This is an optimization exercise on Yosys and OpenROAD, whose aim is small area and a short achievable clock period, not a production implementation. Where RTL was checked, it was by simulation tests only, not by an equivalence proof against the original. For runs 4 to 6, only the layout was checked, not whether the RTL still works. Power and IR drop assume default switching activity.

## flow/design.v

```verilog
package neuron_pe_pkg;
	typedef logic signed [32-1:0] pe_word_t;
	typedef logic [$clog2(16)-1:0] wgt_idx_t;
	typedef logic [$clog2(8)-1:0]  in_idx_t;
	typedef logic [$clog2(4)-1:0] out_idx_t;
	typedef logic [2-1:0] pe_cnt_t;
	typedef enum logic [2:0] {
		op_idle    = 3'd0,
		op_load    = 3'd1,
		op_ma      = 3'd2,
		op_mab     = 3'd3,
		op_nop     = 3'd4,
		op_bias    = 3'd5,
		op_act     = 3'd6,
		op_act_clr = 3'd7
	} pe_op_t;
	typedef struct packed {
		pe_op_t op;
		logic   issue;
		logic   commit;
	} pe_step_t;
endpackage
module op_sequencer
(
	input  logic     clock,
	input  logic     reset,
	input  neuron_pe_pkg::pe_op_t   ctrl,
	output neuron_pe_pkg::pe_step_t step,
	output neuron_pe_pkg::pe_cnt_t  cnt
);
	logic    timed;
	assign timed = !(ctrl == neuron_pe_pkg::op_load || ctrl == neuron_pe_pkg::op_nop);
	always_ff @(posedge clock)
	begin
		if (reset || !timed)
			cnt <= '0;
		else
			cnt <= cnt + neuron_pe_pkg::pe_cnt_t'(1);
	end
	assign step.op     = ctrl;
	assign step.issue  = timed && (cnt == '0);
	assign step.commit = timed && (cnt == neuron_pe_pkg::pe_cnt_t'(3));
endmodule
module weight_store
(
	input  logic     clock,
	input  logic     reset,
	input  neuron_pe_pkg::pe_op_t   ctrl,
	input  neuron_pe_pkg::pe_word_t data_in,
	input  neuron_pe_pkg::pe_step_t step,
	input  neuron_pe_pkg::pe_cnt_t  cnt,
	output logic [7:0] wbyte
);
	neuron_pe_pkg::pe_word_t mem [16];
	neuron_pe_pkg::wgt_idx_t wr_ptr;
	neuron_pe_pkg::wgt_idx_t wr_ptr_nxt;
	neuron_pe_pkg::wgt_idx_t rd_ptr;
	logic     full;
	logic     load_en;
	logic     is_mult;
	neuron_pe_pkg::pe_word_t cur;
	assign load_en = (ctrl == neuron_pe_pkg::op_load) && !full;
	assign is_mult = (step.op == neuron_pe_pkg::op_ma || step.op == neuron_pe_pkg::op_mab || step.op == neuron_pe_pkg::op_bias);
	assign wr_ptr_nxt = wr_ptr + neuron_pe_pkg::wgt_idx_t'(1);
	always_ff @(posedge clock)
	begin
		if (reset)
		begin
			wr_ptr <= '0;
			rd_ptr <= '0;
			full   <= 1'b0;
		end
		else
		begin
			if (load_en)
			begin
				wr_ptr <= wr_ptr_nxt;
				if (wr_ptr_nxt == rd_ptr)
					full <= 1'b1;
			end
			if (step.commit && is_mult)
				rd_ptr <= rd_ptr + neuron_pe_pkg::wgt_idx_t'(1);
		end
	end
	always_ff @(posedge clock)
	begin
		if (load_en)
			mem[wr_ptr] <= data_in;
	end
	assign cur = mem[rd_ptr];
	always_ff @(posedge clock)
	begin
		if (reset || !is_mult)
			wbyte <= '0;
		else
			wbyte <= cur[8*cnt +: 8];
	end
endmodule
module input_buffer
(
	input  logic     clock,
	input  logic     reset,
	input  neuron_pe_pkg::pe_word_t data_in,
	input  neuron_pe_pkg::pe_step_t step,
	output neuron_pe_pkg::pe_word_t replay
);
	neuron_pe_pkg::pe_word_t mem [8];
	neuron_pe_pkg::in_idx_t wr_ptr;
	neuron_pe_pkg::in_idx_t wr_ptr_nxt;
	neuron_pe_pkg::in_idx_t rd_ptr;
	neuron_pe_pkg::in_idx_t start_ptr;
	logic    full;
	logic    rec_en;
	assign rec_en = step.issue && (step.op == neuron_pe_pkg::op_ma) && !full;
	assign wr_ptr_nxt = wr_ptr + neuron_pe_pkg::in_idx_t'(1);
	always_ff @(posedge clock)
	begin
		if (reset)
		begin
			wr_ptr    <= '0;
			rd_ptr    <= '0;
			start_ptr <= '0;
			full      <= 1'b0;
		end
		else if (step.commit)
		begin
			case (step.op)
				neuron_pe_pkg::op_ma:
				begin
					if (!full)
					begin
						wr_ptr <= wr_ptr_nxt;
						if (wr_ptr_nxt == rd_ptr)
							full <= 1'b1;
					end
				end
				neuron_pe_pkg::op_mab:
					rd_ptr <= rd_ptr + neuron_pe_pkg::in_idx_t'(1);
				neuron_pe_pkg::op_act:
					rd_ptr <= start_ptr;
				neuron_pe_pkg::op_act_clr:
				begin
					rd_ptr    <= wr_ptr;
					start_ptr <= wr_ptr;
					full      <= 1'b0;
				end
				default:
				begin
				end
			endcase
		end
	end
	always_ff @(posedge clock)
	begin
		if (rec_en)
			mem[wr_ptr] <= data_in;
	end
	assign replay = mem[rd_ptr];
endmodule
module mac_unit
(
	input  logic     clock,
	input  logic     reset,
	input  neuron_pe_pkg::pe_word_t data_in,
	input  logic [7:0] wbyte,
	input  neuron_pe_pkg::pe_word_t replay,
	input  neuron_pe_pkg::pe_step_t step,
	output neuron_pe_pkg::pe_word_t acc
);
	typedef logic [31:0] w32_t;
	w32_t mul_a;
	w32_t acc_s;
	w32_t acc_c;
	logic is_act;
	assign is_act = (step.op == neuron_pe_pkg::op_act || step.op == neuron_pe_pkg::op_act_clr);
	always_ff @(posedge clock)
	begin
		if (step.issue)
		begin
			case (step.op)
				neuron_pe_pkg::op_ma:   mul_a <= data_in;
				neuron_pe_pkg::op_mab:  mul_a <= replay;
				neuron_pe_pkg::op_bias: mul_a <= 32'd1;
				default:                mul_a <= '0;
			endcase
		end
		else
			mul_a <= {mul_a[23:0], 8'd0};
	end
	w32_t r0 [10];
	w32_t r1 [7];
	w32_t r2 [5];
	w32_t r3 [4];
	w32_t r4 [3];
	w32_t nxt_s;
	w32_t nxt_c;
	assign r0[0] = acc_s;
	assign r0[1] = acc_c;
	genvar j;
	generate
		for (j = 0; j < 8; j++)
		begin : g_pp
			assign r0[2 + j] = (mul_a << j) & {32{wbyte[j]}};
		end
	endgenerate
	assign r1[0] = r0[0] ^ r0[1] ^ r0[2];
	assign r1[1] = ((r0[0] & r0[1]) | (r0[0] & r0[2]) | (r0[1] & r0[2])) << 1;
	assign r1[2] = r0[3] ^ r0[4] ^ r0[5];
	assign r1[3] = ((r0[3] & r0[4]) | (r0[3] & r0[5]) | (r0[4] & r0[5])) << 1;
	assign r1[4] = r0[6] ^ r0[7] ^ r0[8];
	assign r1[5] = ((r0[6] & r0[7]) | (r0[6] & r0[8]) | (r0[7] & r0[8])) << 1;
	assign r1[6] = r0[9];
	assign r2[0] = r1[0] ^ r1[1] ^ r1[2];
	assign r2[1] = ((r1[0] & r1[1]) | (r1[0] & r1[2]) | (r1[1] & r1[2])) << 1;
	assign r2[2] = r1[3] ^ r1[4] ^ r1[5];
	assign r2[3] = ((r1[3] & r1[4]) | (r1[3] & r1[5]) | (r1[4] & r1[5])) << 1;
	assign r2[4] = r1[6];
	assign r3[0] = r2[0] ^ r2[1] ^ r2[2];
	assign r3[1] = ((r2[0] & r2[1]) | (r2[0] & r2[2]) | (r2[1] & r2[2])) << 1;
	assign r3[2] = r2[3];
	assign r3[3] = r2[4];
	assign r4[0] = r3[0] ^ r3[1] ^ r3[2];
	assign r4[1] = ((r3[0] & r3[1]) | (r3[0] & r3[2]) | (r3[1] & r3[2])) << 1;
	assign r4[2] = r3[3];
	assign nxt_s = r4[0] ^ r4[1] ^ r4[2];
	assign nxt_c = ((r4[0] & r4[1]) | (r4[0] & r4[2]) | (r4[1] & r4[2])) << 1;
	always_ff @(posedge clock)
	begin
		if (reset || (step.commit && is_act))
		begin
			acc_s <= '0;
			acc_c <= '0;
		end
		else
		begin
			acc_s <= nxt_s;
			acc_c <= nxt_c;
		end
	end
	assign acc = acc_s + acc_c;
endmodule
module output_buffer
(
	input  logic     clock,
	input  logic     reset,
	input  neuron_pe_pkg::pe_step_t step,
	input  logic     output_ctrl,
	input  neuron_pe_pkg::pe_word_t acc,
	output neuron_pe_pkg::pe_word_t data_out
);
	neuron_pe_pkg::pe_word_t mem [4];
	neuron_pe_pkg::out_idx_t wr_ptr;
	neuron_pe_pkg::out_idx_t wr_ptr_nxt;
	neuron_pe_pkg::out_idx_t rd_ptr;
	neuron_pe_pkg::out_idx_t rd_ptr_nxt;
	logic     full;
	logic     push;
	logic     pop;
	assign push = step.commit && (step.op == neuron_pe_pkg::op_act || step.op == neuron_pe_pkg::op_act_clr) && !full;
	assign pop  = step.commit && (step.op == neuron_pe_pkg::op_idle) && output_ctrl;
	assign wr_ptr_nxt = wr_ptr + neuron_pe_pkg::out_idx_t'(1);
	assign rd_ptr_nxt = rd_ptr + neuron_pe_pkg::out_idx_t'(1);
	always_ff @(posedge clock)
	begin
		if (reset)
		begin
			wr_ptr <= '0;
			rd_ptr <= '0;
			full   <= 1'b0;
		end
		else
		begin
			if (push)
			begin
				wr_ptr <= wr_ptr_nxt;
				if (wr_ptr_nxt == rd_ptr)
					full <= 1'b1;
			end
			if (pop)
				rd_ptr <= rd_ptr_nxt;
		end
	end
	always_ff @(posedge clock)
	begin
		if (push)
			mem[wr_ptr] <= acc;
	end
	assign data_out = mem[rd_ptr];
endmodule
module neuron_pe
(
	input  logic     clock,
	input  logic     reset,
	input  logic [2:0]  ctrl,
	input  logic        output_ctrl,
	input  logic [31:0] data_in,
	output logic [31:0] data_out,
	output logic     data_out_valid
);
	neuron_pe_pkg::pe_op_t   ctrl_op;
	neuron_pe_pkg::pe_step_t step;
	neuron_pe_pkg::pe_cnt_t  cnt;
	logic [7:0]              wbyte;
	neuron_pe_pkg::pe_word_t replay;
	neuron_pe_pkg::pe_word_t acc;
	assign ctrl_op = neuron_pe_pkg::pe_op_t'(ctrl);
	assign data_out_valid = output_ctrl && (ctrl_op == neuron_pe_pkg::op_idle);
	op_sequencer i_op_sequencer (
		.clock (clock),
		.reset (reset),
		.ctrl  (ctrl_op),
		.step  (step),
		.cnt   (cnt)
	);
	weight_store i_weight_store (
		.clock   (clock),
		.reset   (reset),
		.ctrl    (ctrl_op),
		.data_in (data_in),
		.step    (step),
		.cnt     (cnt),
		.wbyte   (wbyte)
	);
	input_buffer i_input_buffer (
		.clock   (clock),
		.reset   (reset),
		.data_in (data_in),
		.step    (step),
		.replay  (replay)
	);
	mac_unit i_mac_unit (
		.clock   (clock),
		.reset   (reset),
		.data_in (data_in),
		.wbyte   (wbyte),
		.replay  (replay),
		.step    (step),
		.acc     (acc)
	);
	output_buffer i_output_buffer (
		.clock       (clock),
		.reset       (reset),
		.step        (step),
		.output_ctrl (output_ctrl),
		.acc         (acc),
		.data_out    (data_out)
	);
endmodule
```

## flow/run.sh

```bash
#!/bin/bash
# synth_recipe.tcl (not shown) runs the flow's synth.tcl, then flattens the netlist and writes it again
# the make line also repeats each setting of config.mk as NAME=value (left out here)
make -C /OpenROAD-flow-scripts/flow DESIGN_CONFIG=/design/flow/config.mk WORK_HOME=/design/flow/orfs CLKGATE_MAP_FILE= SYNTH_SCRIPT=/design/flow/synth_recipe.tcl finish
```

## flow/config.mk

```make
export PLATFORM = sky130hd
export DESIGN_NAME = neuron_pe
export DESIGN_NICKNAME = neuron_pe
export VERILOG_FILES = /design/flow/design.v
export SDC_FILE = /design/flow/constraint.sdc
export NUM_CORES = 4
export LEC_CHECK = 0
export ABC_CLOCK_PERIOD_IN_PS = 3600
export CAP_MARGIN = 20
export CORE_MARGIN = 2
export CORE_UTILIZATION = 40
export SETUP_SLACK_MARGIN = 4.4
export SLEW_MARGIN = 20
```

## flow/constraint.sdc

```tcl
create_clock -name core_clock -period 8.0 [get_ports {clock}]
set_input_delay 1.6000 -clock core_clock [delete_from_list [all_inputs] [get_ports {clock}]]
set_output_delay 1.6000 -clock core_clock [all_outputs]
set_load 0.01 [all_outputs]
```

==> results of run 1 <==
cell usage in the layout (no fill, tap or decap), drive strengths merged, types with 3 or more instances in the layout:
cell / instances
edfxtp: 896
mux4: 264
fa: 213
and2: 199
inv: 163
clkbuf: 138
dfxtp: 134
nand2: 125
buf: 118
nor2: 116
o21ai: 57
ha: 54
xnor2: 40
mux2i: 38
clkinv: 36
clkdlybuf4s50: 28
a21oi: 27
xor2: 22
a21o: 13
nand3: 12
a211oi: 11
bufinv: 11
nor2b: 11
nand2b: 10
nor3: 10
clkinvlp: 6
o211ai: 4
bufbuf: 4
a21boi: 3
a31oi: 3
o21bai: 3
nand4: 3
nor3b: 3
cell type report:
type                            count  area [um^2]
Timing Repair Buffer              151         1860
Clock buffer                      138         2770
Sequential cell                  1030        29600
Clock inverter                     57          681
Fill cell                        9638        61100
Tap cell                         1512         1890
Multi-Input combinational cell   1268        15500
Antenna cell                        1         2.50
Inverter                          159          597
power groups by stage:
stage,Clock (uW),Sequential (uW),Combinational (uW)
6_report,4850,6000,589
5_1_grt,5180,6000,668
4_1_cts,4970,6000,592
3_5_place_dp,0,6120,562
3_3_place_gp,0,6110,542
2_1_floorplan,0,6060,369
stage by stage:
step           cell area, um^2  instances  power [uW]  hold slack (ps)
2_1_floorplan            46100       2568        6430              432
5_1_grt                  52900       4315       11900              495
4_1_cts                  52500       4301       11600              456
6_report                 52900       4316       11400              456
3_5_place_dp             48600       4072        6680              447
3_3_place_gp             48400       4067        6660              441
cell usage after synthesis, types with 3 or more instances:
cell type	number
sky130_fd_sc_hd__edfxtp_1	896
sky130_fd_sc_hd__mux4_2	264
sky130_fd_sc_hd__fa_1	213
sky130_fd_sc_hd__and2_1	198
sky130_fd_sc_hd__inv_1	158
sky130_fd_sc_hd__dfxtp_1	134
sky130_fd_sc_hd__nand2_1	125
sky130_fd_sc_hd__nor2_1	114
sky130_fd_sc_hd__clkbuf_1	74
sky130_fd_sc_hd__o21ai_0	56
sky130_fd_sc_hd__ha_1	54
sky130_fd_sc_hd__xnor2_1	40
sky130_fd_sc_hd__mux2i_1	38
sky130_fd_sc_hd__a21oi_1	27
sky130_fd_sc_hd__xor2_1	22
sky130_fd_sc_hd__buf_1	18
sky130_fd_sc_hd__buf_2	18
sky130_fd_sc_hd__a21o_1	13
sky130_fd_sc_hd__nand3_1	12
sky130_fd_sc_hd__a211oi_1	11
sky130_fd_sc_hd__nor2b_1	11
sky130_fd_sc_hd__nand2b_1	10
sky130_fd_sc_hd__nor3_1	10
sky130_fd_sc_hd__o211ai_1	4
sky130_fd_sc_hd__a21boi_0	3
sky130_fd_sc_hd__a31oi_1	3
sky130_fd_sc_hd__buf_4	3
sky130_fd_sc_hd__nand4_1	3
sky130_fd_sc_hd__o21bai_1	3
state kept, by name (all words and copies together), names as in the netlist, named ones only:
register / cells
i_input_buffer.rd_ptr: 3
i_input_buffer.mem: 256
i_input_buffer.full: 1
i_mac_unit.acc_c: 27
i_weight_store.wbyte: 8
i_weight_store.mem: 512
i_weight_store.wr_ptr: 4
i_output_buffer.wr_ptr: 2
i_weight_store.full: 1
i_input_buffer.start_ptr: 3
i_output_buffer.mem: 128
i_output_buffer.full: 1
i_weight_store.rd_ptr: 4
i_output_buffer.rd_ptr: 2
i_input_buffer.wr_ptr: 3
i_mac_unit.acc_s: 32
i_op_sequencer.cnt: 2
i_mac_unit.mul_a: 32
metal layers:
metal | wire, um | global-route usage, %
met5 | 14 | 0
met1 | 41500 | 22.8
met4 | 2060 | 4.23
met3 | 5350 | 3.09
met2 | 49400 | 29.3
what timing repair did:
action | in CTS | in global routing
setup endpoints to repair | 820 | 301
pin swaps | 2 | 7
setup buffers | 27 | 7
gates cloned | 7 | 2
gates resized for setup | 187 | 66
cells by family (layout without fill, tap and decap cells):
family,Yosys count,count (layout)
AO/OA/AOI/OAI,136,136
multiplexers,302,302
XOR/XNOR,62,62
adder cells (fa/ha/maj),267,267
other,0,1
buffers and inverters,272,505
AND/OR/NAND/NOR,499,501
flip-flops,1030,1030
critical path, delay by kind of cell:
kind	cells	cell delay (ps)
and+or+nand+nor	1	230
buffers and inverters	3	390
worst min path at each step:
| stage | startpoint | end | slack, ps | cells past startpoint |
|---|---|---|---|---|
| detailed placement | i_input_buffer.start_ptr[2] | i_input_buffer.start_ptr[2] | 450 | 2 |
| global placement | i_input_buffer.start_ptr[0] | i_input_buffer.start_ptr[0] | 440 | 2 |
| finish | i_input_buffer.start_ptr[2] | i_input_buffer.start_ptr[2] | 460 | 2 |
| global route | i_input_buffer.start_ptr[0] | i_input_buffer.start_ptr[0] | 500 | 2 |
| floorplan | i_input_buffer.start_ptr[0] | i_input_buffer.start_ptr[0] | 430 | 2 |
| CTS | i_input_buffer.start_ptr[2] | i_input_buffer.start_ptr[2] | 460 | 2 |
==> run notes, run 1 <==
STA
The minimum clock period is 3820 ps. For the final routed database, the setup TNS stands at 0 ps. On the final layout, the worst clock skew is 29.2 ps.

Static timing analysis puts the maximum clock frequency at 0.262 GHz. The post-layout worst setup margin is 4180 ps. The slew at the pin closest to its max-slew limit is 1080 ps.

Setup repair after global routing could not meet its margin everywhere. The number of hold violations in the final report is 0. The number of pins with negative max-slew slack in the final report was 0. The worst pin sits at a relative slew slack of 27.8%.

The count of endpoints failing setup in the final report is 0. The part of the cycle the worst path needs is 47.8%.

Clock network
The clock tree from TritonCTS is built. The later pin in the worst-skew pair is clocked with a latency of 690 ps. The root buffer cell is sky130_fd_sc_hd__clkbuf_16. The total number of clock tree sinks is 1,030. The H-tree depth reported by CTS is 3.

The buffer levels on the longest clock path is 3. The number of hold-repair buffers added at the cts stage is 0. The clock-pin transition on the worst setup and hold timing paths is 60 ps. The number of clock buffers added by TritonCTS is 103.

Pwr
In this run the power spent charging and discharging nets is 2470 uW. The internal power contribution is 8960 uW. Of the total power, the share spent switching nets is 21.6%. VDD sags by at most 0.208 mV. The power density over cell area is 216 mW/mm^2. Of the total power, the clock network draws 42.4%. The relative contribution of sequential cells to total power is 52.4%. The logic gate share of total power is 5.2%. Summed over all cells, the static leakage comes to 0.0170 uW.

Global route
The initial antenna violation count came to 4. The pin count of the biggest net entering global routing is 65. The first global-routing pass estimated 152,000 um of wire. The global router's overall resource usage is 17.2%.

The via count of the first global-routing pass came to 24.3k. The aggregate global routing overflow is 0.

Worst setup path
The startpoint of the most critical register-to-register path is i_weight_store.wbyte[0]. STA classifies the critical path endpoint as a primary output. The first element of the critical path is ctrl[0]. The critical path ends at data_out_valid. The worst register-to-register path has a depth of 10.

In this design, the critical path's most frequently occurring cell is sky130_fd_sc_hd__buf_12. Of all nets on the critical path, the largest fanout is 2. The endpoint required time on the critical path is 6400 ps. STA classifies the critical path startpoint as an input pin. The path type of the worst setup path is input pin to primary output. The worst register-to-register path ends at i_mac_unit.acc_s[20].

The signal on the critical path passes through buf_12 > buf_12 > nor4b_4 > buf_2. The slowest stage of the critical path is the sky130_fd_sc_hd__nor4b_4 cell. In this design, the stage delay of the slowest critical-path cell is 230 ps. Across all register-to-register paths, the minimum setup slack is 4460 ps.

The arrival time reported for the critical path endpoint is 2220 ps.

Die
The die covers 0.117 mm^2. Pin placement for this block handled 71 I/O pins. From bottom edge to top edge, the die measures 342 um. Measured along the x axis, the die boundary spans 342 um. The number of placement rows is 124. The area of the placeable core is 0.114 mm^2. The starting utilization of the core area is 40.2%.

Synth
The number of different library cells in the post-synthesis netlist is 54. The portion of netlist area occupied by mux cells is 13.8%. The area share of the largest cell type after synthesis is 58.7%. When the netlist entered floorplanning its net count stood at 2,873.

The count of flip-flops with a built-in enable after synthesis is 896. By area the synthesized netlist is led by sky130_fd_sc_hd__edfxtp_1, sky130_fd_sc_hd__mux4_2, sky130_fd_sc_hd__fa_1, sky130_fd_sc_hd__dfxtp_1, sky130_fd_sc_hd__and2_1. After technology mapping, the gate count stands at 2,568.

The fraction of the mapped netlist area in compound gates is 1.83%. The number of synthesized register bits is 1,030. The adder-cell share of the synthesized area is 10.8%.

The mean area per synthesized cell is 17.8 um^2. The dominant register cell in the synthesized netlist is sky130_fd_sc_hd__edfxtp_1. The Yosys warning count is 10.

The xor-xnor portion of the synthesized cell area is 1.19%. The cell taking the most area after synthesis is sky130_fd_sc_hd__edfxtp_1. For this run, asynchronously set or reset flops after synthesis account for 0%. The simple-gate share of the synthesized area is 5.50%.

Sequential cells were found to cover 64.6% of the synthesized design area. The post-synthesis instance area is 0.0458 mm^2. By area, the combinational part of the netlist is dominated by multiplexers.

Finish
The core utilization of the finished layout is 46.4%. For this run, the post-layout net count is 3,018. The area overhead of the layout relative to synthesis is 15.5%. Cells with a size suffix above 1 make up 22.1% of the layout.

Placed design
The detailed-placement wirelength estimate is 60,700 um. Prior to clock tree synthesis, the placed netlist has a worst setup slack of 2860 ps. The count of buffers added on input and output ports is 70. The final weighted congestion in routability-driven placement is 0.753.

Status
The flow ran to the end and the layout has no timing, DRC or antenna violations.

Detailed routing
The first detailed-routing pass ran for 5 iterations. The number of design-rule violations left by the first detailed-router iteration is 1,582. The number of DRC violations after detailed routing is 0. The average wire length per cell after detail routing is 22.8 um.

The count of nets left with antenna violations after detail routing is 0. The overall routed net length is 98,400 um. After detailed routing, the number of vias per cell comes to 5.19. The detailed router placed 22.4k vias in this run.

Hold path
The path class of the lowest-slack min-delay path is flip-flop to flip-flop.

Flow run
The tool flagged a number of max-cap violations equal to 0.
==> run 2, diff against run 1 <==
--- a/flow/config.mk
+++ b/flow/config.mk
@@ -6,5 +6,4 @@
 export NUM_CORES = 4
 export LEC_CHECK = 0
-export ABC_CLOCK_PERIOD_IN_PS = 3600
 export CAP_MARGIN = 20
 export CORE_MARGIN = 2
==> run notes, run 2 <==
Worst setup path
The type of origin of the critical path is an input pin. The first element of the critical path is ctrl[0]. The path type of the worst setup path is input pin to primary output.

In this run the worst path has a maximum fanout of 2. The category of the worst setup path capture point is a primary output. The endpoint required time on the critical path is 6400 ps. The arrival time reported for the critical path endpoint is 2220 ps. The startpoint of the most critical register-to-register path is i_weight_store.wbyte[0].

Finish
The count of nets after finishing is 3,018. The count of placed standard cells in the final layout, fillers left out is 4,316. The most common library cell in the layout ignoring fill and taps is sky130_fd_sc_hd__edfxtp_1. In the layout the commonest cells are sky130_fd_sc_hd__edfxtp_1, sky130_fd_sc_hd__mux4_2, sky130_fd_sc_hd__fa_1. The flip-flop count of the largest register, all copies and words added is 512. The area overhead of the layout relative to synthesis is 15.5%. The largest registers in the layout are i_weight_store.mem (512), i_input_buffer.mem (256), i_output_buffer.mem (128). The fraction of layout cells with a size suffix above 1 is 22.1%. The register with the most flip-flops is i_weight_store.mem.

Synth
The post-synthesis instance area is 0.0458 mm^2. Counting every net in the synthesized netlist gives 2,873. The commonest cells after synthesis are sky130_fd_sc_hd__edfxtp_1, sky130_fd_sc_hd__mux4_2, sky130_fd_sc_hd__fa_1, sky130_fd_sc_hd__and2_1, sky130_fd_sc_hd__inv_1. The synthesized design contains 896 enable-type register cells. The cell taking the most area after synthesis is sky130_fd_sc_hd__edfxtp_1.

In the synthesized netlist the async set-or-reset flop fraction comes to 0%. Ranked by total cell area, the synthesized netlist is headed by sky130_fd_sc_hd__edfxtp_1, sky130_fd_sc_hd__mux4_2, sky130_fd_sc_hd__fa_1, sky130_fd_sc_hd__dfxtp_1, sky130_fd_sc_hd__and2_1. The synthesized netlist contains 54 unique library cells.

The dominant register cell in the synthesized netlist is sky130_fd_sc_hd__edfxtp_1. Counting flops and latches in the post-synthesis netlist gives 1,030. The area share of the largest cell type after synthesis is 58.7%. The average instance in the mapped netlist occupies 17.8 um^2. In the post-synthesis netlist, the cell with the most instances is sky130_fd_sc_hd__edfxtp_1. The instance count of the mapped netlist is 2,568. After synthesis, flip-flops and latches occupy 64.6% of the total area. The Yosys step of the flow raised 10 warnings.

Status
The run finished with no timing, DRC or antenna violations.

STA
Derived from the worst setup path, the maximum achievable clock frequency is 0.262 GHz. The number of pins with negative max-slew slack in the final report is 0. The worst hold slack after final layout is 456 ps.

The worst path uses 47.8% of the clock period. Setup repair after global routing could not meet its margin everywhere. Headroom to the max-slew limit came out at 27.8%. The summed negative setup slack over all endpoints is 0 ps.

The number of hold violations in the final report is 0. For the pin with the worst max-slew slack, the measured transition is 1080 ps. For the final database, setup skew stands at 29.2 ps. The minimum clock period is 3820 ps. Setup violations remaining at the end of the flow were counted as 0.

Detailed routing
The overall routed net length is 98,400 um. For this run, design rule violations remaining after detail routing come to 0. The mean number of vias per cell is 5.19.

In this run, the number of DRC markers left after iteration 0 of detailed routing was 1,582. The average wire length per cell after detail routing is 22.8 um. The final route contains 22.4k vias. Once detail routing completed, the nets flagged for antenna violations numbered 0. The first detailed-routing pass took 5 iterations.

Pwr
For this design the ratio of total power to cell area is 216 mW/mm^2. The static power due to leakage is 0.0170 uW. Across the VDD grid, the largest voltage drop is 0.208 mV.

Global route
After global routing, the most crowded layer is met2. The global router's overall resource usage is 17.2%. For this run the aggregate overflow at the end of global routing stands at 0.

The via count of the first global-routing pass is 24.3k. For met3 alone, demand over resource in global routing was 3.09%. Global routing used 29.3% of the available met2 tracks.

The initial antenna violation count is 4. The pin count of the biggest net entering global routing is 65. The met1 layer usage reported by global route is 22.8%. The first-pass GRT wire length is 152,000 um.

Placed design
Including well taps, the total number of placed cells is 4,072. The final weighted congestion in routability-driven placement is 0.753. The quantity of I/O buffers inserted on ports is 70.

Summed over all nets, the half-perimeter wirelength after detailed placement is 60,700 um.

Hold path
In this run the worst hold path is classified as flip-flop to flip-flop. The startpoint of the tightest hold check path is i_input_buffer.start_ptr[2].

Clock network
The clock-pin transition on the worst setup and hold timing paths is 60 ps. In this run the deepest clock path goes through 3 buffers. Clock latency on the worst-skew pair, taken at its later pin, is 690 ps. The cell sitting at the root of the clock tree is a sky130_fd_sc_hd__clkbuf_16. Buffers inserted to repair hold after CTS numbered 0. The clock drives 1,030 sinks. The H-tree was split into 3 levels.

TritonCTS built the clock tree. The number of clock buffers added by TritonCTS is 103.

Die
The die is 342 um tall. The area of the placeable core is 0.114 mm^2. In this run the core area contains 124 standard-cell rows.

For this configuration, the core starts out at a cell density of 40.2%. The die covers 0.117 mm^2. The die is 342 um wide. 71 I/O pins were placed.

Flow run
The max-cap violation count is 0.
run 2: worst max-delay path: stages:
cell and delay, ps:
sky130_fd_sc_hd__buf_12 100, sky130_fd_sc_hd__buf_12 110, sky130_fd_sc_hd__nor4b_4 230, sky130_fd_sc_hd__buf_2 180
run 2: timing repair:
action	4_1_cts	5_1_grt
endpoints found under the hold margin	0	0
gates resized for setup	187	66
buffers inserted	27	7
endpoints found under the setup margin	820	301
pin swaps	2	7
gates cloned	7	2
run 2: final cells by class:
type / instances / area [um^2]
diodes: 1 / 2.50
clock buffers: 138 / 2770
clock inverters: 57 / 681
fillers: 9638 / 61100
inverters: 159 / 597
multi-input cells: 1268 / 15500
flip-flops and latches: 1030 / 29600
well taps: 1512 / 1890
repair buffers: 151 / 1860
run 2: cell families after synthesis:
| family | Yosys count | share of synthesized area [%] |
|---|---|---|
| DFF | 1030 | 64.6 |
| and+or+nand+nor | 499 | 5.50 |
| muxes | 302 | 13.8 |
| buffers and inverters | 272 | 2.30 |
| adders and majority gates | 267 | 10.8 |
| AOI/OAI and AO/OA | 136 | 1.83 |
| xor gates and xnor gates | 62 | 1.19 |
run 2: final timing paths:
kind                                                     to  slack, ps  depth (start not counted)
worst min register to register  i_input_buffer.start_ptr[2]        460                          2
worst max-delay path                         data_out_valid       4180                          4
worst max register to register         i_mac_unit.acc_s[20]       4460                         10
worst min-delay path            i_input_buffer.start_ptr[2]        460                          2
run 2: per-stage QoR:
stage	setup slack, ps	cell area [um^2]	util [%]	power (uW)
floorplan	4150	46100	-	6430
global placement	3000	48400	42.5	6660
detailed placement	2860	48600	42.6	6680
CTS	4060	52500	46.0	11600
global route	4150	52900	46.4	11900
finish	4180	52900	46.4	11400
run 2: where the power goes:
group	switching, uW	total (uW)	leakage, uW	internal (uW)
Sequential	83.0	6000	0.00917	5910
Combinational	353	589	0.00616	236
Clock	2040	4850	0.00167	2810
run 2: metal layers:
metal / vias to the layer above / wire (um)
li1: 9905 / -
met1: 11800 / 41500
met2: 558 / 49400
met3: 136 / 5350
met4: 2 / 2060
met5: - / 14
==> run 3, diff against run 2 <==
--- a/flow/config.mk
+++ b/flow/config.mk
@@ -9,4 +9,3 @@
 export CORE_MARGIN = 2
 export CORE_UTILIZATION = 40
-export SETUP_SLACK_MARGIN = 4.4
 export SLEW_MARGIN = 20
==> run notes, run 3 <==
STA
The setup skew after layout is 38.2 ps. The number of pins with negative max-slew slack in the final report is 0. Setup violations remaining at the end of the flow were counted as 0.

The fmax is 0.198 GHz. The number of hold violations in the final report is 0. The minimum clock period is 5040 ps. The worst hold slack after final layout is 463 ps. The slew at the pin closest to its max-slew limit is 1130 ps. Setup repair after global routing left no endpoint under its margin. The summed negative setup slack over all endpoints is 0 ps. Dividing the final minimum period by the clock period gives 63.0%. The relative slew slack is 24.5%.

Detailed routing
After detailed routing, the average wire length per cell comes to 21.9 um. Using the TritonRoute via totals, the vias-per-cell ratio works out to 5.16. The first detailed-routing pass took 5 iterations. After detailed routing, the total wire length is 93,600 um. The final route contains 22.1k vias. In this run, the number of DRC markers left after iteration 0 of detailed routing was 1,511. The number of DRC violations after detailed routing is 0. In this run the remaining antenna-violating nets after routing total 0.

Synth
The number of different library cells used by synthesis comes to 54. After synthesis, flip-flops and latches occupy 64.6% of the total area. The number of nets in the synthesized netlist is 2,873. Sorting the synthesized cells by area gives the leading types as sky130_fd_sc_hd__edfxtp_1, sky130_fd_sc_hd__mux4_2, sky130_fd_sc_hd__fa_1, sky130_fd_sc_hd__dfxtp_1, sky130_fd_sc_hd__and2_1. Averaged over all synthesized cells, the footprint is 17.8 um^2. Synthesis inferred 1,030 register bits. Summed over all instances, the cell type with the most area after synthesis is sky130_fd_sc_hd__edfxtp_1. By count the netlist is led by sky130_fd_sc_hd__edfxtp_1, sky130_fd_sc_hd__mux4_2, sky130_fd_sc_hd__fa_1, sky130_fd_sc_hd__and2_1, sky130_fd_sc_hd__inv_1. Of the post-synthesis cell area, the dominant cell type holds 58.7%. The library cell with the highest instance count after synthesis is sky130_fd_sc_hd__edfxtp_1.

In the synthesized netlist, the number of instances is 2,568. The most used flip-flop cell after synthesis is sky130_fd_sc_hd__edfxtp_1. Of all flip-flops after synthesis, the portion carrying an async set or reset was 0%. The cell area that synthesis handed to floorplanning was 0.0458 mm^2. The Yosys step of the flow raised 10 warnings. The count of flip-flops with a built-in enable after synthesis is 896.

Worst setup path
Of all nets on the critical path, the largest fanout is 32. The category of the worst setup path capture point is a flip-flop. For this run, the slowest stage of the critical path takes 840 ps.

Measured in cells, the most critical reg-to-reg path has a length of 12. Walking the worst path, the cells encountered are clkdlybuf4s50_1 > nor2b_1 > nand2_1 > or4_1 > nor3_2 > buf_4. The critical path is of the input pin to flip-flop type. The worst setup path is launched from an input pin. The endpoint of the worst register-to-register path is i_mac_unit.acc_s[31].

In this run the register-to-register setup slack is 3770 ps. The depth of the critical timing path with buffers and inverters included is 6. Data on the critical path arrives at its endpoint at 5370 ps.

The total buffers and inverters traversed by the critical path is 2. At the worst endpoint, the required time is 8330 ps. The library cell contributing the largest single delay on the critical path is sky130_fd_sc_hd__or4_1. The critical path endpoint is i_input_buffer.mem[0][23].

The kind of cell with the highest combined delay along the critical path is simple AND/OR/NAND/NOR gates. The startpoint of the most critical register-to-register path is i_weight_store.wbyte[3]. The first element of the critical path is ctrl[1].

Pwr
The relative contribution of sequential cells to total power is 52.8%. In this run the power spent charging and discharging nets is 2430 uW. In this run, the clock network consumes 42.3% of the power.

The power density over cell area is 218 mW/mm^2. The worst-case IR drop observed on VDD is 0.195 mV. In this run the static leakage power is 0.0166 uW.

The logic gate share of total power is 4.9%. The internal portion of the total power is 8920 uW. The switching share of total power is 21.4%.

Die
The number of top-level design ports is 71. The floorplan step defined a core boundary enclosing 0.114 mm^2. The floorplan step defined a die boundary enclosing 0.117 mm^2.

The number of placement rows is 124. For this configuration, the core starts out at a cell density of 40.2%. The floorplan step set the die width to 342 um. The die is 342 um tall.

Global route
Across every metal layer, demand over resource in global routing totals 16.3%. The pin count of the biggest net entering global routing is 80. The initial antenna violation count is 5.

The aggregate global routing overflow is 0. The via count of the first global-routing pass is 24.4k. The first-pass GRT wire length is 146,000 um.

Placed design
The final weighted congestion in routability-driven placement is 0.777. Port buffering added 70 buffers. The detailed-placement wirelength estimate is 59,600 um.

Clock network
The clock tree from TritonCTS is built. The clock latency on the worst-skew pair is 680 ps. The number of buffers added by the clock tree synthesis step is 102. The buffer levels on the longest clock path is 3.

Clock tree synthesis selected as its root buffer the cell sky130_fd_sc_hd__clkbuf_16. The H-tree depth reported by CTS is 3. CTS saw 1,030 sinks. The clock-pin transition on the worst setup and hold timing paths is 60 ps.

The number of setup buffers added after CTS is 0. The post-cts resize count is 0. The number of hold buffers added after CTS was 0.

Finish
In the final layout, the registers with the most flip-flops are i_weight_store.mem (512), i_input_buffer.mem (256), i_output_buffer.mem (128). The net count of the finished layout is 2,989. The post-route netlist has 18.4% of its cells at a drive strength greater than 1. The register with the most flip-flops in the layout has 512 of them. Compared with the post-synthesis result, the final layout area differs by 13.6%. Ranked by flip-flop count, first place goes to i_weight_store.mem.

The library cells used most frequently in the layout, excluding fill and tap cells, are sky130_fd_sc_hd__edfxtp_1, sky130_fd_sc_hd__mux4_2, sky130_fd_sc_hd__fa_1. Leaving out fill and tap cells, the most frequent cell in the layout is sky130_fd_sc_hd__edfxtp_1.

Hold path
The path class of the lowest-slack min-delay path is flip-flop to flip-flop.

Status
The flow ran to the end and the layout has no timing, DRC or antenna violations.

Flow run
Max-cap violations in this run came to 0.
## run 3: cell counts after synthesis
Identical to the previous run, type by type.
## run 3: power by group through the flow
| stage | sequential [uW] | clock (uW) | combinational, uW |
|---|---|---|---|
| global route | 6000 | 5130 | 633 |
| floorplan | 6060 | 0 | 365 |
| detailed placement | 6110 | 0 | 563 |
| global placement | 6110 | 0 | 547 |
| CTS | 6000 | 4920 | 566 |
| finish | 6000 | 4800 | 555 |
## run 3: worst min-delay path by stage
stage | to | slack (ps) | cells after the start | from
finish | i_input_buffer.start_ptr[2] | 460 | 2 | i_input_buffer.start_ptr[2]
detailed placement | i_input_buffer.start_ptr[2] | 450 | 2 | i_input_buffer.start_ptr[2]
global route | i_input_buffer.start_ptr[2] | 490 | 2 | i_input_buffer.start_ptr[2]
floorplan | i_input_buffer.start_ptr[0] | 430 | 2 | i_input_buffer.start_ptr[0]
global placement | i_input_buffer.start_ptr[0] | 440 | 2 | i_input_buffer.start_ptr[0]
CTS | i_input_buffer.start_ptr[2] | 460 | 2 | i_input_buffer.start_ptr[2]
## run 3: through the flow
stage	cell area, um^2	worst slack, ps	instances	power, uW	util [%]
after floorplan	45800	2650	2568	6430	-
after global placement	48500	2370	4084	6660	42.5
after detailed placement	48600	2210	4088	6680	42.6
after CTS	52000	2930	4275	11500	45.6
after global routing	52100	2570	4279	11800	45.6
final	52100	2960	4281	11400	45.7
## run 3: worst reg2reg max path, delay by kind of cell, from the launching register on
kind                     cells  cell delay (ps)
AND/OR/NAND/NOR              2              260
flip-flops                   1             1030
buffers and inverters        1               50
adder cells (fa/ha/maj)      4             1940
XOR/XNOR                     5              780
## run 3: kinds of logic after synthesis
group | synth area share [%]
flip-flops | 64.6
AND/OR/NAND/NOR | 5.50
multiplexers | 13.8
buffers and inverters | 2.30
adder cells (fa/ha/maj) | 10.8
AO/OA/AOI/OAI | 1.83
XOR/XNOR | 1.19
## run 3: routing by layer
layer / share of wire [%] / vias up / track usage, %
li1: - / 9832 / -
met1: 42 / 11600 / 21.2
met2: 51 / 477 / 28.6
met3: 4.7 / 139 / 2.59
met4: 2.3 / 4 / 4.40
met5: 0.025 / - / 0
## run 3: final cells by class
| type | instances | area [um^2] |
|---|---|---|
| fill | 9579 | 62000 |
| sequential | 1030 | 29600 |
| multi-input combinational | 1266 | 15300 |
| clock buffer | 125 | 2690 |
| tap | 1512 | 1890 |
| timing repair buffer | 125 | 1240 |
| clock inverter | 62 | 699 |
| inverter | 159 | 597 |
| antenna | 2 | 5.00 |
==> run 4, diff against run 3 <==
--- a/flow/design.v
+++ b/flow/design.v
@@ -55,5 +55,5 @@
 	neuron_pe_pkg::wgt_idx_t wr_ptr;
 	neuron_pe_pkg::wgt_idx_t wr_ptr_nxt;
-	neuron_pe_pkg::wgt_idx_t rd_ptr;
+	logic [16-1:0] rd_hot;
 	logic     full;
 	logic     load_en;
@@ -68,5 +68,5 @@
 		begin
 			wr_ptr <= '0;
-			rd_ptr <= '0;
+			rd_hot <= 16'(1);
 			full   <= 1'b0;
 		end
@@ -76,9 +76,11 @@
 			begin
 				wr_ptr <= wr_ptr_nxt;
-				if (wr_ptr_nxt == rd_ptr)
+				if (rd_hot[wr_ptr_nxt])
 					full <= 1'b1;
 			end
 			if (step.commit && is_mult)
-				rd_ptr <= rd_ptr + neuron_pe_pkg::wgt_idx_t'(1);
+			begin
+				rd_hot <= {rd_hot[16-2:0], rd_hot[16-1]};
+			end
 		end
 	end
@@ -88,5 +90,10 @@
 			mem[wr_ptr] <= data_in;
 	end
-	assign cur = mem[rd_ptr];
+	always_comb
+	begin
+		cur = '0;
+		for (int i = 0; i < 16; i++)
+			cur = cur | (mem[i] & {32{rd_hot[i]}});
+	end
 	always_ff @(posedge clock)
 	begin
@@ -105,13 +112,18 @@
 	output neuron_pe_pkg::pe_word_t replay
 );
+	typedef logic [8-1:0] hot_t;
 	neuron_pe_pkg::pe_word_t mem [8];
 	neuron_pe_pkg::in_idx_t wr_ptr;
 	neuron_pe_pkg::in_idx_t wr_ptr_nxt;
-	neuron_pe_pkg::in_idx_t rd_ptr;
+	hot_t    wr_dec;
+	hot_t    rd_hot;
 	neuron_pe_pkg::in_idx_t start_ptr;
+	hot_t    start_dec;
 	logic    full;
 	logic    rec_en;
 	assign rec_en = step.issue && (step.op == neuron_pe_pkg::op_ma) && !full;
 	assign wr_ptr_nxt = wr_ptr + neuron_pe_pkg::in_idx_t'(1);
+	assign wr_dec     = hot_t'(1) << wr_ptr;
+	assign start_dec  = hot_t'(1) << start_ptr;
 	always_ff @(posedge clock)
 	begin
@@ -119,5 +131,5 @@
 		begin
 			wr_ptr    <= '0;
-			rd_ptr    <= '0;
+			rd_hot    <= hot_t'(1);
 			start_ptr <= '0;
 			full      <= 1'b0;
@@ -131,15 +143,15 @@
 					begin
 						wr_ptr <= wr_ptr_nxt;
-						if (wr_ptr_nxt == rd_ptr)
+						if (rd_hot[wr_ptr_nxt])
 							full <= 1'b1;
 					end
 				end
 				neuron_pe_pkg::op_mab:
-					rd_ptr <= rd_ptr + neuron_pe_pkg::in_idx_t'(1);
+					rd_hot <= {rd_hot[8-2:0], rd_hot[8-1]};
 				neuron_pe_pkg::op_act:
-					rd_ptr <= start_ptr;
+					rd_hot <= start_dec;
 				neuron_pe_pkg::op_act_clr:
 				begin
-					rd_ptr    <= wr_ptr;
+					rd_hot    <= wr_dec;
 					start_ptr <= wr_ptr;
 					full      <= 1'b0;
@@ -153,8 +165,14 @@
 	always_ff @(posedge clock)
 	begin
-		if (rec_en)
-			mem[wr_ptr] <= data_in;
+		for (int i = 0; i < 8; i++)
+			if (rec_en && wr_ptr == i)
+				mem[i] <= data_in;
+	end
+	always_comb
+	begin
+		replay = '0;
+		for (int i = 0; i < 8; i++)
+			replay = replay | (mem[i] & {32{rd_hot[i]}});
 	end
-	assign replay = mem[rd_ptr];
 endmodule
 module mac_unit
--- a/flow/config.mk
+++ b/flow/config.mk
@@ -9,3 +9,5 @@
 export CORE_MARGIN = 2
 export CORE_UTILIZATION = 40
+export CTS_BUF_LIST = sky130_fd_sc_hd__clkbuf_4 sky130_fd_sc_hd__clkbuf_8
+export SETUP_SLACK_MARGIN = 4.2
 export SLEW_MARGIN = 20
==> run notes, run 4 <==
Die
The core region is 0.111 mm^2. The y dimension of the die is 339 um. The die footprint is 0.115 mm^2. For this configuration, the core starts out at a cell density of 40.4%. During I/O placement, the number of pins put on the boundary was 71. The number of placement rows is 122.

Measured along the x axis, the die boundary spans 339 um.

STA
Setup repair after global routing could not meet its margin everywhere. The minimum clock period is 3880 ps. After layout, the worst path uses 48.4% of the clock period.

The setup skew after layout is 65.3 ps. Measured against its own limit, the worst slew margin works out to 26.1%. In the final timing run, aggregate negative setup slack is 0 ps. For the pin with the worst max-slew slack, the measured transition is 1100 ps. The worst hold slack after final layout is 471 ps. Setup violations remaining at the end of the flow were counted as 0.

The number of hold violations in the final report came to 0. The number of pins with negative max-slew slack in the final report is 0. Derived from the worst setup path, the maximum achievable clock frequency is 0.258 GHz.

Finish
The most common library cell in the layout ignoring fill and taps is sky130_fd_sc_hd__edfxtp_1. The area of all placed cells without fillers is 0.0509 mm^2. The largest registers in the layout are i_weight_store.mem (512), i_input_buffer.mem (256), i_output_buffer.mem (128).

The count of nets after finishing is 3,345. The number of fill cells is 9,659. The library cells used most frequently in the layout, excluding fill and tap cells, are sky130_fd_sc_hd__edfxtp_1, sky130_fd_sc_hd__fa_1, sky130_fd_sc_hd__and2_1. The area overhead of the layout relative to synthesis is 13.6%.

The register with the most flip-flops is i_weight_store.mem. The register with the most flip-flops in the layout has 512 of them. The fraction of layout cells with a size suffix above 1 is 14.7%.

Synth
Among all flip-flop cells after synthesis, the most frequent one is sky130_fd_sc_hd__edfxtp_1. The area share of the largest cell type after synthesis is 60.0%. After synthesis, the most frequently instantiated cells are sky130_fd_sc_hd__edfxtp_1, sky130_fd_sc_hd__fa_1, sky130_fd_sc_hd__and2_1, sky130_fd_sc_hd__inv_1, sky130_fd_sc_hd__dfxtp_1. The share of async-settable or async-resettable flops after synthesis is 0%. The number of different library cells used by synthesis comes to 66. The cell count after synthesis came out at 2,896. The cell taking the most area after synthesis is sky130_fd_sc_hd__edfxtp_1. The post-synthesis instance area is 0.0448 mm^2.

In the post-synthesis netlist, the biggest area contributors are sky130_fd_sc_hd__edfxtp_1, sky130_fd_sc_hd__fa_1, sky130_fd_sc_hd__dfxtp_1, sky130_fd_sc_hd__and2_1, sky130_fd_sc_hd__a22oi_1. Yosys mapped a number of flops with a built-in enable equal to 896. The mean area per synthesized cell is 15.5 um^2.

During synthesis, Yosys emitted a total of 11 warnings. The number of nets in the synthesized netlist is 3,204. In this run, synthesis produced a sequential element count of 1,040. The library cell with the highest instance count after synthesis is sky130_fd_sc_hd__edfxtp_1. After synthesis, flip-flops and latches occupy 66.4% of the total area.

Global route
The first-pass GRT wire length is 175,000 um. Entering global routing, the biggest net connects 48 pins. Global routing used 20.4% of the available tracks. The via count of the first global-routing pass is 27.8k. After global routing the overflow that remains totals 0. The initial antenna violation count is 13.

Pwr
VDD sags by at most 0.174 mV. For this design the static power due to leakage is 0.0167 uW. Net switching is 22.3% of the power. The analysis attributes to net switching a power of 2430 uW. Cell internal power was estimated by the tool at 8450 uW.

The logic gate share of total power is 3.6%. The relative contribution of sequential cells to total power is 54.9%. The share of total power dissipated in the clock network is 41.5%. The power density over cell area is 213 mW/mm^2.

Detailed routing
The number of design-rule violations left by the first detailed-router iteration is 2,418. For this block, the via count after detailed routing is 26.1k. The average wire length per cell after detail routing is 24.9 um.

For this run, the detailed router's first-pass iteration total came to 6. The mean number of vias per cell is 5.62. The overall routed net length is 116,000 um. For this run, design rule violations remaining after detail routing come to 0. The count of nets left with antenna violations after detail routing is 0.

Hold path
The path class of the lowest-slack min-delay path is flip-flop to flip-flop. The number of cells on the worst hold path is 2. The worst hold path begins at i_input_buffer.start_ptr[0].

The path with the worst hold slack has its endpoint at i_input_buffer.start_ptr[0].

Worst setup path
By startpoint and endpoint, the worst setup path is classified as input pin to primary output. STA classifies the critical path endpoint as a primary output. The type of origin of the critical path is an input pin. The worst setup slack for register-to-register paths is 4270 ps. The endpoint of the worst register-to-register path is i_mac_unit.acc_s[31]. For the worst flop-to-flop path, the logic depth is 13. The worst register-to-register path begins at i_weight_store.wbyte[3]. The arrival time reported for the critical path endpoint is 2280 ps. The endpoint required time on the critical path is 6400 ps. In this run the worst path has a maximum fanout of 2.

Clock network
The H-tree depth reported by CTS is 4. The number of buffers added by the clock tree synthesis step is 164. The buffer levels on the longest clock path is 3.

After clock tree synthesis, the clock-pin slew on the worst setup and hold paths is 50 ps. TritonCTS built the clock tree. The clock latency on the worst-skew pair is 880 ps. The number of hold-repair buffers added at the cts stage is 0. The total number of clock tree sinks is 1,040.

The root buffer cell is sky130_fd_sc_hd__clkbuf_8.

Placed design
The detailed-placement wirelength estimate is 66,600 um. The congestion estimate from routability-driven global placement came to 0.818. The quantity of I/O buffers inserted on ports is 70. The post-detailed-placement cell area is 0.0474 mm^2.

Flow run
Max-cap violations in this run came to 0.

Status
The flow ran to the end and the layout has no timing, DRC or antenna violations.
[run 4: layer usage]
metal / vias to the layer above / part of all wire, % / track usage (%)
li1: 11300 / - / -
met2: 1227 / 49 / 34.3
met4: 4 / 2.8 / 7.21
met5: - / 0.029 / 0
met1: 13400 / 40 / 26.4
met3: 226 / 8.1 / 3.88
[run 4: worst max-delay path: stages]
cell	delay, ps
sky130_fd_sc_hd__buf_12	100
sky130_fd_sc_hd__buf_12	110
sky130_fd_sc_hd__nor4b_4	280
sky130_fd_sc_hd__buf_2	180
[run 4: worst max path at each step]
stage | slack [ps] | to | depth (start not counted) | start
6_report | 4120 | data_out_valid | 4 | ctrl[0]
5_1_grt | 4100 | data_out_valid | 4 | ctrl[0]
4_1_cts | 4120 | data_out[31] | 4 | flip-flop
3_5_place_dp | 2940 | i_input_buffer.mem[2][21] | 6 | ctrl[2]
3_3_place_gp | 2990 | i_input_buffer.mem[6][25] | 6 | ctrl[2]
2_1_floorplan | 4070 | data_out_valid | 3 | ctrl[0]
[run 4: cell type report]
class	instances	area [um^2]	area share [%]
tap	1488	1860	3.66
antenna	4	10.0	0.0197
clock buffer	225	2780	5.47
clock inverter	64	485	0.953
timing repair buffer	142	1370	2.69
inverter	152	571	1.12
sequential	1040	29800	58.5
multi-input combinational	1537	14000	27.6
[run 4: kinds of logic after synthesis]
group / after synthesis / share of synthesized area, %
AOI/OAI and AO/OA: 587 / 10.0
muxes: 43 / 2.03
and+or+nand+nor: 589 / 6.80
xor gates and xnor gates: 48 / 0.937
buffers and inverters: 319 / 2.69
DFF: 1040 / 66.4
adders and majority gates: 270 / 11.1
[run 4: power groups by stage]
stage	Sequential, uW	Combinational [uW]	Clock, uW
after global routing	5980	428	4830
final	5970	388	4510
after CTS	5970	387	4600
after detailed placement	6090	380	0
after floorplan	6050	206	0
after global placement	6090	370	0
[run 4: metrics by stage]
step	total power, uW	setup WS (ps)	instances	utilization (%)
5_1_grt	11200	4100	4651	45.9
3_3_place_gp	6460	2990	4346	42.7
6_report	10900	4120	4652	45.9
4_1_cts	11000	4120	4645	45.8
3_5_place_dp	6470	2940	4346	42.7
2_1_floorplan	6260	4070	2896	-
[run 4: timing repair]
action | CTS | global route
pin swaps | 1 | 1
setup buffers | 6 | 1
gates resized for setup | 194 | 17
endpoints found under the setup margin | 379 | 59
cloned | 4 | 0
==> run 5, diff against run 4 <==
--- a/flow/config.mk
+++ b/flow/config.mk
@@ -8,6 +8,6 @@
 export CAP_MARGIN = 20
 export CORE_MARGIN = 2
-export CORE_UTILIZATION = 40
-export CTS_BUF_LIST = sky130_fd_sc_hd__clkbuf_4 sky130_fd_sc_hd__clkbuf_8
+export CORE_UTILIZATION = 60
 export SETUP_SLACK_MARGIN = 4.2
 export SLEW_MARGIN = 20
+export TNS_END_PERCENT = 10
==> run notes, run 5 <==
Placed design
The post-detailed-placement cell area is 0.0467 mm^2. The quantity of I/O buffers inserted on ports is 70. Routability-driven placement finished with a final weighted congestion of 0.840. The detailed-placement wirelength estimate is 67,400 um.

Synth
After synthesis, the cell types taking the most area are sky130_fd_sc_hd__edfxtp_1, sky130_fd_sc_hd__fa_1, sky130_fd_sc_hd__dfxtp_1, sky130_fd_sc_hd__and2_1, sky130_fd_sc_hd__a22oi_1. The post-synthesis instance area is 0.0448 mm^2. Sequential cells were found to cover 66.4% of the synthesized design area. The share of async-settable or async-resettable flops after synthesis is 0%. The cell taking the most area after synthesis is sky130_fd_sc_hd__edfxtp_1. Counting flops and latches in the post-synthesis netlist gives 1,040. The mean area per synthesized cell is 15.5 um^2. Counting instances in the post-synthesis netlist gives the leading cell types as sky130_fd_sc_hd__edfxtp_1, sky130_fd_sc_hd__fa_1, sky130_fd_sc_hd__and2_1, sky130_fd_sc_hd__inv_1, sky130_fd_sc_hd__dfxtp_1.

For this run, the leading register cell type out of synthesis is sky130_fd_sc_hd__edfxtp_1. Counting every net in the synthesized netlist gives 3,204. The Yosys warning count is 11.

Yosys mapped a number of flops with a built-in enable equal to 896. The area share of the largest cell type after synthesis is 60.0%. By instance count, the leading cell after synthesis is sky130_fd_sc_hd__edfxtp_1. After technology mapping, the gate count stands at 2,896. The number of different library cells in the post-synthesis netlist is 66.

Finish
The final layout contains 3,287 nets. The post-route netlist has 11.4% of its cells at a drive strength greater than 1. Ranked by flip-flop count, first place goes to i_weight_store.mem.

The library cells used most frequently in the layout, excluding fill and tap cells, are sky130_fd_sc_hd__edfxtp_1, sky130_fd_sc_hd__fa_1, sky130_fd_sc_hd__and2_1. In the final layout, the registers with the most flip-flops are i_weight_store.mem (512), i_input_buffer.mem (256), i_output_buffer.mem (128). The area growth from synthesis to layout is 12.1%.

The register with the most flip-flops in the layout has 512 of them. Summing all non-filler instances in the final layout gives an area of 0.0503 mm^2. The most common library cell in the layout ignoring fill and taps is sky130_fd_sc_hd__edfxtp_1.

Worst setup path
The critical path is of the input pin to primary output type. The arrival time reported for the critical path endpoint is 2340 ps. The signal on the critical path passes through buf_2 > buf_12 > nor4b_4 > buf_2.

The most numerous cell on the critical path is sky130_fd_sc_hd__buf_2. The worst setup path is captured at a primary output. The maximum fanout encountered on the critical timing path is 13. The worst register-to-register path has a setup slack of 4300 ps.

STA classifies the critical path startpoint as an input pin. The library cell contributing the largest single delay on the critical path is sky130_fd_sc_hd__nor4b_4. The endpoint required time on the critical path is 6400 ps. The largest single stage delay on the critical path is 220 ps.

STA
In this run the tightest slew margin relative to its limit is 24.5%. Timing would allow up to 0.254 GHz. The slew at the pin closest to its max-slew limit is 1130 ps. The count of endpoints failing setup in the final report is 0. After layout, the minimum clock period comes to 3940 ps. The number of pins with negative max-slew slack in the final report is 0. The number of hold violations in the final report is 0. The part of the cycle the worst path needs is 49.2%.

Setup repair after global routing could not meet its margin everywhere. The summed negative setup slack over all endpoints is 0 ps. The setup skew after layout is 32.5 ps.

Die
The die footprint is 0.0769 mm^2. The number of placement rows is 100. The starting utilization of the core area is 60.4%. In this run the horizontal extent of the chip is 277 um. The die is 277 um tall. 71 I/O pins were placed. After floorplanning, the core was sized to cover 0.0742 mm^2.

Global route
The aggregate global routing overflow is 0. The global router's overall resource usage is 30.4%. The via count of the first global-routing pass is 26.7k.

The first-pass GRT wire length is 172,000 um. The initial antenna violation count was 5. Entering global routing, the biggest net connects 48 pins.

Detailed routing
The number of detailed-routing iterations run before antenna repair is 9. After detailed routing, the average wire length per cell comes to 28.5 um. The total number of vias is 26.0k. The number of DRC violations after detailed routing is 0. The count of nets left with antenna violations after detail routing is 0. The detailed router finished its first iteration with 3,111 violations. For this block, the routed nets add up to 115,000 um of wire. The mean number of vias per cell is 6.44.

Clock network
After clock tree synthesis, the clock-pin slew on the worst setup and hold paths is 60 ps. The H-tree depth reported by CTS is 3. The number of hold-repair buffers added at the cts stage is 0. The buffer levels on the longest clock path is 3.

The root buffer cell is sky130_fd_sc_hd__clkbuf_16. The number of buffers added by the clock tree synthesis step is 103. For the worst-skew pair, the clock arrives at the later sink with an insertion delay of 670 ps.

Clock tree synthesis found a total of 1,040 sinks. TritonCTS built the clock tree.

Pwr
The static power due to leakage is 0.0166 uW. IR analysis of the VDD net gives a maximum drop of 0.202 mV. Power spread over the standard cell area amounts to 221 mW/mm^2.

Status
The run finished with no timing, DRC or antenna violations.

Hold path
The path class of the lowest-slack min-delay path is flip-flop to flip-flop.

Flow run
The tool flagged a number of max-cap violations equal to 0.
## run 5: cell types whose count changed in the layout (fill, tap and decap cells not counted), moves of 10 or more
cell,before,now
sky130_fd_sc_hd__dlygate4sd2_1,1,11
sky130_fd_sc_hd__clkbuf_4,50,0
sky130_fd_sc_hd__clkbuf_16,0,104
sky130_fd_sc_hd__clkbuf_8,175,3
sky130_fd_sc_hd__buf_6,32,3
sky130_fd_sc_hd__clkbuf_1,0,32
sky130_fd_sc_hd__clkinv_1,34,16
sky130_fd_sc_hd__buf_2,13,26
## run 5: kinds of logic after synthesis
kind of cell             after synthesis  share of synthesized area, %
multiplexers                          43                          2.03
XOR/XNOR                              48                         0.937
buffers and inverters                319                          2.69
adder cells (fa/ha/maj)              270                          11.1
AO/OA/AOI/OAI                        587                          10.0
AND/OR/NAND/NOR                      589                          6.80
flip-flops                          1040                          66.4
## run 5: worst max-delay path, delay by kind of cell
family,cells,cell delay (ps)
buffers and inverters,3,520
AND/OR/NAND/NOR,1,220
## run 5: repair_timing
action / CTS / global route
pin swaps: 1 / 1
gates cloned: 3 / 0
resized for setup: 125 / 19
setup buffers: 12 / 1
setup endpoints to repair: 363 / 306
## run 5: where the power goes
| group | internal [uW] | switching [uW] | total, uW |
|---|---|---|---|
| clock network | 2740 | 2030 | 4770 |
| logic | 118 | 260 | 378 |
| registers | 5920 | 64.2 | 5990 |
| total | 8780 | 2350 | 11100 |
## run 5: final cells by class
class / instances / area (um^2)
tap: 969 / 1210
clock buffer: 139 / 2760
clock inverter: 57 / 614
multi-input combinational: 1537 / 14100
timing repair buffer: 145 / 1240
fill: 5110 / 23900
sequential: 1040 / 29800
antenna: 3 / 7.51
inverter: 152 / 571
## run 5: metrics by stage
stage | util, % | hold slack [ps] | cells | setup slack (ps) | power (uW)
after global routing | 67.8 | 492 | 4042 | 4020 | 11400
after detailed placement | 63.0 | 467 | 3827 | 2990 | 6470
final | 67.8 | 481 | 4042 | 4060 | 11100
after floorplan | - | 437 | 2896 | 4000 | 6260
after CTS | 67.7 | 480 | 4038 | 4010 | 11200
after global placement | 63.0 | 452 | 3827 | 3040 | 6460
## run 5: worst paths after layout
kind | from | endpoint | cells after the start
setup / recovery | ctrl[0] | data_out_valid | 4
hold / removal | i_input_buffer.start_ptr[0] | i_input_buffer.start_ptr[0] | 2
setup reg to reg | i_mac_unit.mul_a[19] | i_mac_unit.acc_s[23] | 8
hold reg to reg | i_input_buffer.start_ptr[0] | i_input_buffer.start_ptr[0] | 2
## run 5: per-layer routing
| layer | up-vias | track usage (%) | part of all wire, % |
|---|---|---|---|
| met4 | 0 | 9.74 | 2.9 |
| met3 | 189 | 4.87 | 8.1 |
| met1 | 13500 | 41.0 | 39 |
| met5 | - | 0 | 0 |
| met2 | 1217 | 51.3 | 50 |
| li1 | 11200 | - | - |
==> run 6, diff against run 5 <==
--- a/flow/config.mk
+++ b/flow/config.mk
@@ -8,6 +8,8 @@
 export CAP_MARGIN = 20
 export CORE_MARGIN = 2
-export CORE_UTILIZATION = 60
+export CORE_UTILIZATION = 40
+export CTS_BUF_LIST = sky130_fd_sc_hd__clkbuf_8
+export CTS_CLUSTER_DIAMETER = 50
+export CTS_CLUSTER_SIZE = 20
 export SETUP_SLACK_MARGIN = 4.2
 export SLEW_MARGIN = 20
-export TNS_END_PERCENT = 10
==> run notes, run 6 <==
Clock network
The root buffer cell is sky130_fd_sc_hd__clkbuf_8. The buffer levels on the longest clock path is 3. Counting every sink on the clock net gives 1,040. The H-tree depth reported by CTS is 3. The number of buffers added by the clock tree synthesis step is 98. After clock tree synthesis, the clock-pin slew on the worst setup and hold paths is 90 ps. Clock latency on the worst-skew pair, taken at its later pin, is 770 ps. The clock tree from TritonCTS is built.

Synth
The count of flip-flops with a built-in enable after synthesis is 896. By area the synthesized netlist is led by sky130_fd_sc_hd__edfxtp_1, sky130_fd_sc_hd__fa_1, sky130_fd_sc_hd__dfxtp_1, sky130_fd_sc_hd__and2_1, sky130_fd_sc_hd__a22oi_1. The cell area that synthesis handed to floorplanning was 0.0448 mm^2. The number of nets in the synthesized netlist is 3,204. In this run, distinct cell masters in the synthesized netlist total 66. The mean area per synthesized cell is 15.5 um^2. Sequential cells were found to cover 66.4% of the synthesized design area. Summed over all instances, the cell type with the most area after synthesis is sky130_fd_sc_hd__edfxtp_1. After synthesis, the largest area contributor takes up 60.0% of total cell area. Synthesis inferred 1,040 register bits. sky130_fd_sc_hd__edfxtp_1 is the most common cell in the netlist.

In the synthesized netlist, the number of instances is 2,896. Counting flops with an async set or reset pin after synthesis yields a share of 0%. For this run, the number of Yosys warnings is 11. The dominant register cell in the synthesized netlist is sky130_fd_sc_hd__edfxtp_1. The commonest cells after synthesis are sky130_fd_sc_hd__edfxtp_1, sky130_fd_sc_hd__fa_1, sky130_fd_sc_hd__and2_1, sky130_fd_sc_hd__inv_1, sky130_fd_sc_hd__dfxtp_1.

Finish
Of the cells placed in the final design, the portion with a size suffix greater than 1 is 12.1%. The count of nets after finishing is 3,276. The largest registers in the layout are i_weight_store.mem (512), i_input_buffer.mem (256), i_output_buffer.mem (128). The top cell types in the final layout, fill and taps aside, are sky130_fd_sc_hd__edfxtp_1, sky130_fd_sc_hd__fa_1, sky130_fd_sc_hd__and2_1.

The area of all placed cells without fillers is 0.0500 mm^2. Counting flops per register, the top entry is i_weight_store.mem. The most common library cell in the layout ignoring fill and taps is sky130_fd_sc_hd__edfxtp_1. The register with the most flip-flops in the layout has 512 of them.

The area overhead of the layout relative to synthesis is 11.6%.

Worst setup path
The arrival time reported for the critical path endpoint is 2350 ps. For the worst setup path, the data required time is 6400 ps. The category of the worst setup path capture point is a primary output. The critical path contains buffers and inverters numbering 3 combined. The worst setup path is launched from an input pin. Broken down by cell family, the worst path's largest delay share belongs to buffers and inverters. Walking the worst path, the cells encountered are buf_2 > buf_12 > nor4b_4 > buf_2. Of all nets on the critical path, the largest fanout is 13.

The stage delay of the slowest cell on the critical path is 260 ps. The worst setup path is of the input pin to primary output kind. The most numerous cell on the critical path is sky130_fd_sc_hd__buf_2. The slowest stage of the critical path is the sky130_fd_sc_hd__nor4b_4 cell.

STA
The setup skew after layout is 48.1 ps. The number of pins with negative max-slew slack in the final report came to 0. After routing, the total negative slack on setup checks comes to 0 ps. Measured against its own limit, the worst slew margin works out to 22.9%. The number of hold violations in the final report is 0. Setup repair after global routing could not meet its margin everywhere. The part of the cycle the worst path needs is 49.4%. At the pin with the least slew margin, the transition time is 1150 ps. The count of endpoints failing setup in the final report is 0. The minimum clock period is 3950 ps. The fmax is 0.253 GHz.

Die
The number of top-level design ports is 71. The floorplan step defined a die boundary enclosing 0.115 mm^2. From bottom edge to top edge, the die measures 339 um.

The initial utilization of the core area, before any placement, comes to 40.4%. Measured along the x axis, the die boundary spans 339 um. The number of placement rows is 122. The area of the placeable core is 0.111 mm^2.

Global route
Across every metal layer, demand over resource in global routing totals 20.0%. The initial antenna violation count is 13. The pin count of the biggest net entering global routing is 48. For this run the aggregate overflow at the end of global routing stands at 0. The via count of the first global-routing pass is 27.1k. The first global-routing pass estimated 173,000 um of wire.

Detailed routing
The average wire length per cell after detail routing is 25.3 um. The routed design uses 56,700 um of met2 wire. In this run the top signal layer used is met5.

The number of DRC violations after detailed routing is 0. Across all layers, the routed design uses 25.7k vias. Wire segments on met3 add up to 8460 um in the final route. The count of nets left with antenna violations after detail routing is 0.

The number of detailed-routing iterations run before antenna repair is 6. The routed design has 115,000 um of wire. The detailed router put a total of 46,300 um of wire on met1. The mean number of vias per cell is 5.66. After the first detailed-routing iteration, the DRC count stood at 2,315.

Placed design
The post-detailed-placement cell area is 0.0474 mm^2. The final weighted congestion in routability-driven placement is 0.818. The detailed-placement wirelength estimate is 66,600 um.

The quantity of I/O buffers inserted on ports is 70.

Flow run
The tool flagged a number of max-cap violations equal to 0.

Pwr
The internal power contribution is 7820 uW. The maximum resistive drop on vdd is 0.173 mV. Net switching is 23.8% of the power. For this design the static power due to leakage is 0.0162 uW. Per report_power, the combinational group accounts for 3.7% of the total. The relative contribution of sequential cells to total power is 58.1%. The fraction of power consumed by the clock network is 38.1%. The power density over cell area is 205 mW/mm^2. The analysis attributes to net switching a power of 2440 uW.

Status
The run finished with no timing, DRC or antenna violations.

Hold path
In this run the worst hold path is classified as flip-flop to flip-flop.
run 6: cell counts after synthesis:
Identical to the previous run, type by type.
run 6: cell type report:
class                      count  area (um^2)
fill                        9689        60900
sequential                  1040        29800
multi-input combinational   1537        14000
tap                         1488         1860
clock buffer                 101         1390
timing repair buffer         139         1240
clock inverter                83         1130
inverter                     152          571
antenna                        4         10.0
run 6: power groups by stage:
stage | clock network (uW) | registers, uW | logic [uW]
after global placement | 0 | 6090 | 370
after detailed placement | 0 | 6090 | 380
after global routing | 4170 | 5970 | 424
final | 3910 | 5960 | 384
after CTS | 3970 | 5960 | 385
after floorplan | 0 | 6050 | 206
run 6: final timing paths:
check / startpoint / slack, ps / depth (start not counted) / end
setup / recovery: ctrl[0] / 4050 / 4 / data_out_valid
hold / removal: i_input_buffer.start_ptr[0] / 480 / 2 / i_input_buffer.start_ptr[0]
setup reg to reg: i_op_sequencer.cnt[0] / 4160 / 7 / i_input_buffer.mem[2][26]
hold reg to reg: i_input_buffer.start_ptr[0] / 480 / 2 / i_input_buffer.start_ptr[0]
run 6: kinds of logic (layout without fill, tap and decap cells):
| logic type | after synthesis | count (layout) | synth area share (%) |
|---|---|---|---|
| compound gates | 587 | 587 | 10.0 |
| xor+xnor | 48 | 48 | 0.937 |
| fa+ha+maj | 270 | 270 | 11.1 |
| buf+inv | 319 | 475 | 2.69 |
| flops | 1040 | 1040 | 66.4 |
| mux | 43 | 43 | 2.03 |
| other cells | 0 | 4 | 0 |
| simple gates | 589 | 589 | 6.80 |
run 6: layer usage:
layer | up-vias | track usage (%)
li1 | 11100 | -
met1 | 13300 | 26.4
met2 | 1083 | 34.1
met3 | 215 | 2.97
met4 | 4 | 6.62
met5 | - | 0
run 6: timing repair:
action,4_1_cts,5_1_grt
endpoints found under the setup margin,394,301
endpoints found under the hold margin,0,0
pin swaps,1,0
hold buffers,0,0
buffers inserted,5,1
gates cloned,4,0
gates resized for setup,121,27
run 6: through the flow:
| stage | utilization [%] | setup slack, ps | total power (uW) | std cells | hold WS, ps |
|---|---|---|---|---|---|
| after CTS | 45.1 | 4020 | 10300 | 4539 | 475 |
| final | 45.1 | 4050 | 10300 | 4544 | 475 |
| after global placement | 42.7 | 2990 | 6460 | 4346 | 456 |
| after floorplan | - | 4070 | 6260 | 2896 | 437 |
| after global routing | 45.1 | 3960 | 10600 | 4543 | 508 |
| after detailed placement | 42.7 | 2940 | 6470 | 4346 | 462 |
run 6: tightest hold or removal path: cells and delay by family, from the launching register on:
family / cells / cell delay (ps)
and+or+nand+nor: 1 / 50
DFF: 1 / 320
AOI/OAI and AO/OA: 1 / 60

Check on run 6: ideal ports give 4.047 ns setup slack; a clkbuf_16 on the clock port and buf_2 on the inputs give 4.020 ns; moving port delays by the midpoint clock arrival (0.821 ns) as well gives 3.429 ns.
